Background: an optimization exercise with open tools, aiming at a short achievable clock period and few clock cycles. Do not read the settings as production practice. The RTL was checked by simulation tests, not by an equivalence proof against the original design. Power and IR drop assume default switching activity.

pine:
==> flow/design.v <==
package sad_pkg;
  localparam int PixelWidth = 8;
  localparam int SadWidth   = 17;   
  localparam int SAddrWidth = 10;   
  localparam int RAddrWidth = 8;
  typedef logic [PixelWidth-1:0] pixel_t;
  typedef logic [SadWidth-1:0] sad_t;
  typedef logic [SAddrWidth-1:0] saddr_t;
  typedef logic [RAddrWidth-1:0] raddr_t;
endpackage
`timescale 1ns/1ns
module sad_scan_decode #(
  parameter int SImgSize = 19,
  parameter int RImgSize = 4
) (
  input  logic            clk_i,
  input  logic            rst_ni,
  input  logic            start_i,
  output logic            busy_o,
  output logic            finish_o,
  output sad_pkg::saddr_t smem_raddr_o,
  output sad_pkg::raddr_t ref_raddr_o,
  output logic [RImgSize*RImgSize-1:0] ref_wr_o,
  output logic            cand_o,
  output logic            cand_valid_o,
  output logic            cand_first_o,
  output sad_pkg::saddr_t cand_addr_o
);
  localparam int CandNum  = SImgSize - RImgSize + 1;             
  localparam int LastPix  = SImgSize * SImgSize - 1;             
  localparam int LastCand = (CandNum - 1) * (SImgSize + 1);      
  localparam int Lat      = (RImgSize - 1) * SImgSize + RImgSize + 3;   
  logic       accept;
  logic [4:0] cand_x;
  assign accept = start_i && !busy_o;
  assign ref_raddr_o = sad_pkg::RAddrWidth'(smem_raddr_o[3:0]);
  always_ff @(posedge clk_i) begin
    if (!rst_ni) begin
      busy_o       <= 1'b0;
      finish_o     <= 1'b0;
      smem_raddr_o <= '0;
      cand_o       <= 1'b0;
    end else begin
      finish_o <= cand_o && (cand_addr_o == sad_pkg::SAddrWidth'(LastCand));
      if (!busy_o) begin
        busy_o       <= start_i;
        smem_raddr_o <= sad_pkg::SAddrWidth'(start_i);
      end else begin
        if (finish_o) busy_o <= 1'b0;
        if (smem_raddr_o != '0 && smem_raddr_o != sad_pkg::SAddrWidth'(LastPix)) begin
          smem_raddr_o <= smem_raddr_o + 1'b1;
        end else begin
          smem_raddr_o <= '0;
        end
      end
      if (accept) begin
        cand_o <= 1'b0;
      end else if (busy_o && smem_raddr_o == sad_pkg::SAddrWidth'(Lat - 1)) begin
        cand_o <= 1'b1;
      end else if (cand_o && cand_addr_o == sad_pkg::SAddrWidth'(LastCand)) begin
        cand_o <= 1'b0;
      end
    end
  end
  always_ff @(posedge clk_i) begin
    if (accept) begin
      ref_wr_o    <= 1;
      cand_x      <= '0;
      cand_addr_o <= '0;
    end else begin
      ref_wr_o <= ref_wr_o << 1;
      if (cand_o) begin
        cand_addr_o <= cand_addr_o + 1'b1;
        cand_x      <= (cand_x == 5'(SImgSize - 1)) ? '0 : cand_x + 1'b1;
      end
    end
  end
  assign cand_valid_o = cand_x < 5'(CandNum);
  assign cand_first_o = cand_addr_o == '0;
endmodule
`timescale 1ns/1ns
module sad_pe_array #(
  parameter int SImgSize = 19,
  parameter int RImgSize = 4
) (
  input  logic            clk_i,
  input  logic [RImgSize*RImgSize-1:0] ref_wr_i,
  input  sad_pkg::pixel_t search_pix_i,
  input  sad_pkg::pixel_t ref_pix_i,
  output logic [11:0]     sad_o
);
  localparam int N      = RImgSize * RImgSize;
  localparam int SW     = 12;                     
  localparam int DlyLen = SImgSize - RImgSize;    
  sad_pkg::pixel_t ref_q [N];
  sad_pkg::pixel_t pix_q;
  sad_pkg::pixel_t diff_q [N];
  logic [SW-1:0]   acc_q [N];
  logic [SW-1:0]   dly_q [RImgSize-1][DlyLen];
  function automatic logic [7:0] abs_diff(input logic [7:0] a, input logic [7:0] b);
    abs_diff = (a > b) ? a - b : b - a;
  endfunction
  always_ff @(posedge clk_i) begin
    for (int j = 0; j < N; j++) begin
      if (ref_wr_i[j]) ref_q[j] <= ref_pix_i;
    end
    pix_q <= search_pix_i;
    for (int j = 0; j < N; j++) begin
      diff_q[j] <= abs_diff(pix_q, ref_q[j]);
    end
  end
  for (genvar ry = 0; ry < RImgSize; ry++) begin : g_row
    for (genvar rx = 0; rx < RImgSize; rx++) begin : g_col
      localparam int W = $clog2(255 * (RImgSize * ry + rx + 1) + 1);   
      logic [W-1:0] in_sum;
      if (rx > 0) begin : g_in
        assign in_sum = W'(acc_q[ry*RImgSize+rx-1]);
      end else if (ry > 0) begin : g_dly
        assign in_sum = W'(dly_q[ry-1][DlyLen-1]);
      end else begin : g_zero
        assign in_sum = '0;
      end
      always_ff @(posedge clk_i) begin
        acc_q[ry*RImgSize+rx] <= SW'(in_sum + W'(diff_q[ry*RImgSize+rx]));
      end
    end
    if (ry < RImgSize - 1) begin : g_line
      localparam int LW = $clog2(255 * (RImgSize * ry + RImgSize) + 1);
      always_ff @(posedge clk_i) begin
        dly_q[ry][0] <= SW'(LW'(acc_q[ry*RImgSize+RImgSize-1]));
        for (int i = 1; i < DlyLen; i++) dly_q[ry][i] <= dly_q[ry][i-1];
      end
    end
  end
  assign sad_o = acc_q[N-1];
endmodule
`timescale 1ns/1ns
module sad_min_select (
  input  logic            clk_i,
  input  logic            cand_i,
  input  logic            cand_valid_i,
  input  logic            cand_first_i,
  input  sad_pkg::saddr_t cand_addr_i,
  input  logic [11:0]     sad_i,
  output sad_pkg::sad_t   min_sad_o,
  output sad_pkg::saddr_t min_addr_o
);
  logic [11:0] min_q;
  always_ff @(posedge clk_i) begin
    if (cand_i && cand_valid_i && (cand_first_i || sad_i < min_q)) begin
      min_q      <= sad_i;
      min_addr_o <= cand_addr_i;
    end
  end
  assign min_sad_o = sad_pkg::SadWidth'(min_q);
endmodule
`timescale 1ns/1ns
module motion_search_top #(
  parameter int SImgSize = 19,
  parameter int RImgSize = 4,
  parameter int PeNum    = 8
) (
  input  logic   clk_i,
  input  logic   rst_ni,
  input  logic   start_i,
  input  sad_pkg::pixel_t smem_rdata_i,
  input  sad_pkg::pixel_t ref_rdata_i,
  output sad_pkg::saddr_t smem_raddr_o,
  output sad_pkg::raddr_t ref_raddr_o,
  output logic   busy_o,
  output logic   finish_o,
  output sad_pkg::sad_t   min_sad_o,
  output sad_pkg::saddr_t min_addr_o
);
  logic [RImgSize*RImgSize-1:0] ref_wr;
  logic            cand;
  logic            cand_valid;
  logic            cand_first;
  sad_pkg::saddr_t cand_addr;
  logic [11:0]     sad;
  sad_scan_decode #(
    .SImgSize(SImgSize),
    .RImgSize(RImgSize)
  ) i_decode (
    .clk_i       (clk_i),
    .rst_ni      (rst_ni),
    .start_i     (start_i),
    .busy_o      (busy_o),
    .finish_o    (finish_o),
    .smem_raddr_o(smem_raddr_o),
    .ref_raddr_o (ref_raddr_o),
    .ref_wr_o    (ref_wr),
    .cand_o      (cand),
    .cand_valid_o(cand_valid),
    .cand_first_o(cand_first),
    .cand_addr_o (cand_addr)
  );
  sad_pe_array #(
    .SImgSize(SImgSize),
    .RImgSize(RImgSize)
  ) i_execute (
    .clk_i       (clk_i),
    .ref_wr_i    (ref_wr),
    .search_pix_i(smem_rdata_i),
    .ref_pix_i   (ref_rdata_i),
    .sad_o       (sad)
  );
  sad_min_select i_result (
    .clk_i       (clk_i),
    .cand_i      (cand),
    .cand_valid_i(cand_valid),
    .cand_first_i(cand_first),
    .cand_addr_i (cand_addr),
    .sad_i       (sad),
    .min_sad_o   (min_sad_o),
    .min_addr_o  (min_addr_o)
  );
endmodule
clock: 10.0 ns
lec_check: 0
cap_margin: 20
core_margin: 2
core_utilization: 40
slew_margin: 20
run.sh (not shown) runs the stock make flow with config.mk's settings and CLKGATE_MAP_FILE= SYNTH_SCRIPT=/design/flow/synth_recipe.tcl, a recipe that flattens the netlist after the stock synthesis.
Testbench counts of pine, summed over its fixed seeds: cycles 23,416.
Relative to pine, the following input files were edited for birch:
==> flow/flow/run.sh (new file) <==
#!/bin/bash
set -euo pipefail
cd "$(dirname "$0")/.."
bash standard.sh \
  BUFFER_PORTS_ARGS="-buffer_cell sky130_fd_sc_hd__buf_4" \
  SETUP_SLACK_MARGIN=7.3 \
  ABC_CLOCK_PERIOD_IN_PS=2700 \
  finish > make_flow.log 2>&1
==> flow/standard.sh (new file) <==
#!/bin/bash
# synth_recipe.tcl (not shown) runs the flow's synth.tcl, then flattens the netlist and writes it again
# the make line also repeats each setting of config.mk as NAME=value (left out here)
make -C /OpenROAD-flow-scripts/flow DESIGN_CONFIG=/design/flow/config.mk WORK_HOME=/design/flow/orfs CLKGATE_MAP_FILE= SYNTH_SCRIPT=/design/flow/synth_recipe.tcl "${@:-finish}"
removed: flow/run.sh
Notes after the runs:
birch and pine ended up with roughly the same fraction of area in multi-input gates.
Min routability-driven placement congestion ratio across pine and birch: birch
In birch the count of plain and timing-repair buffers turned out 47% higher than in pine.
Looking only at fmax, and setting everything else aside, the higher value of pine and birch goes to birch.
Share of power burned in combinational logic delta (pine -> birch): insignificant
Compared with pine, birch shows a higher area growth from synthesis to final layout.
On birch: routing usage on met1 is 0.35 points lower than what pine gave.
birch | status: complete | timing, DRC, antenna: pass

## static timing again, ports no longer ideal
How much do the figures lean on ideal ports? The routed layouts below were timed once more, with nothing changed but the port constraints.
Step 1: set_driving_cell puts a clkbuf_16 on clk_i and a buf_2 on each other input, an assumption about the parent block.
Step 2 moves the port delays by t, midway between the first and last clock arrival at a register: inputs arrive t later, outputs are due t later. That takes back most of the time a late clock gives input paths.
Slacks: no drivers / after step 1 / after step 2; pairs: no drivers / after step 1.
run	t, ns	slack for setup (ns)	clock arrival spread, ns	worst data-port slew with drivers (ns)
pine	0.724	6.299 / 6.234 / 6.282	0.033 / 0.033	0.04
birch	0.736	6.724 / 6.661 / 6.794	0.041 / 0.041	0.06
After both steps setup and hold are still met in every run listed. For pine, which loses most, drivers alone change the setup slack by -0.065 ns; drivers and shift together by -0.017 ns.
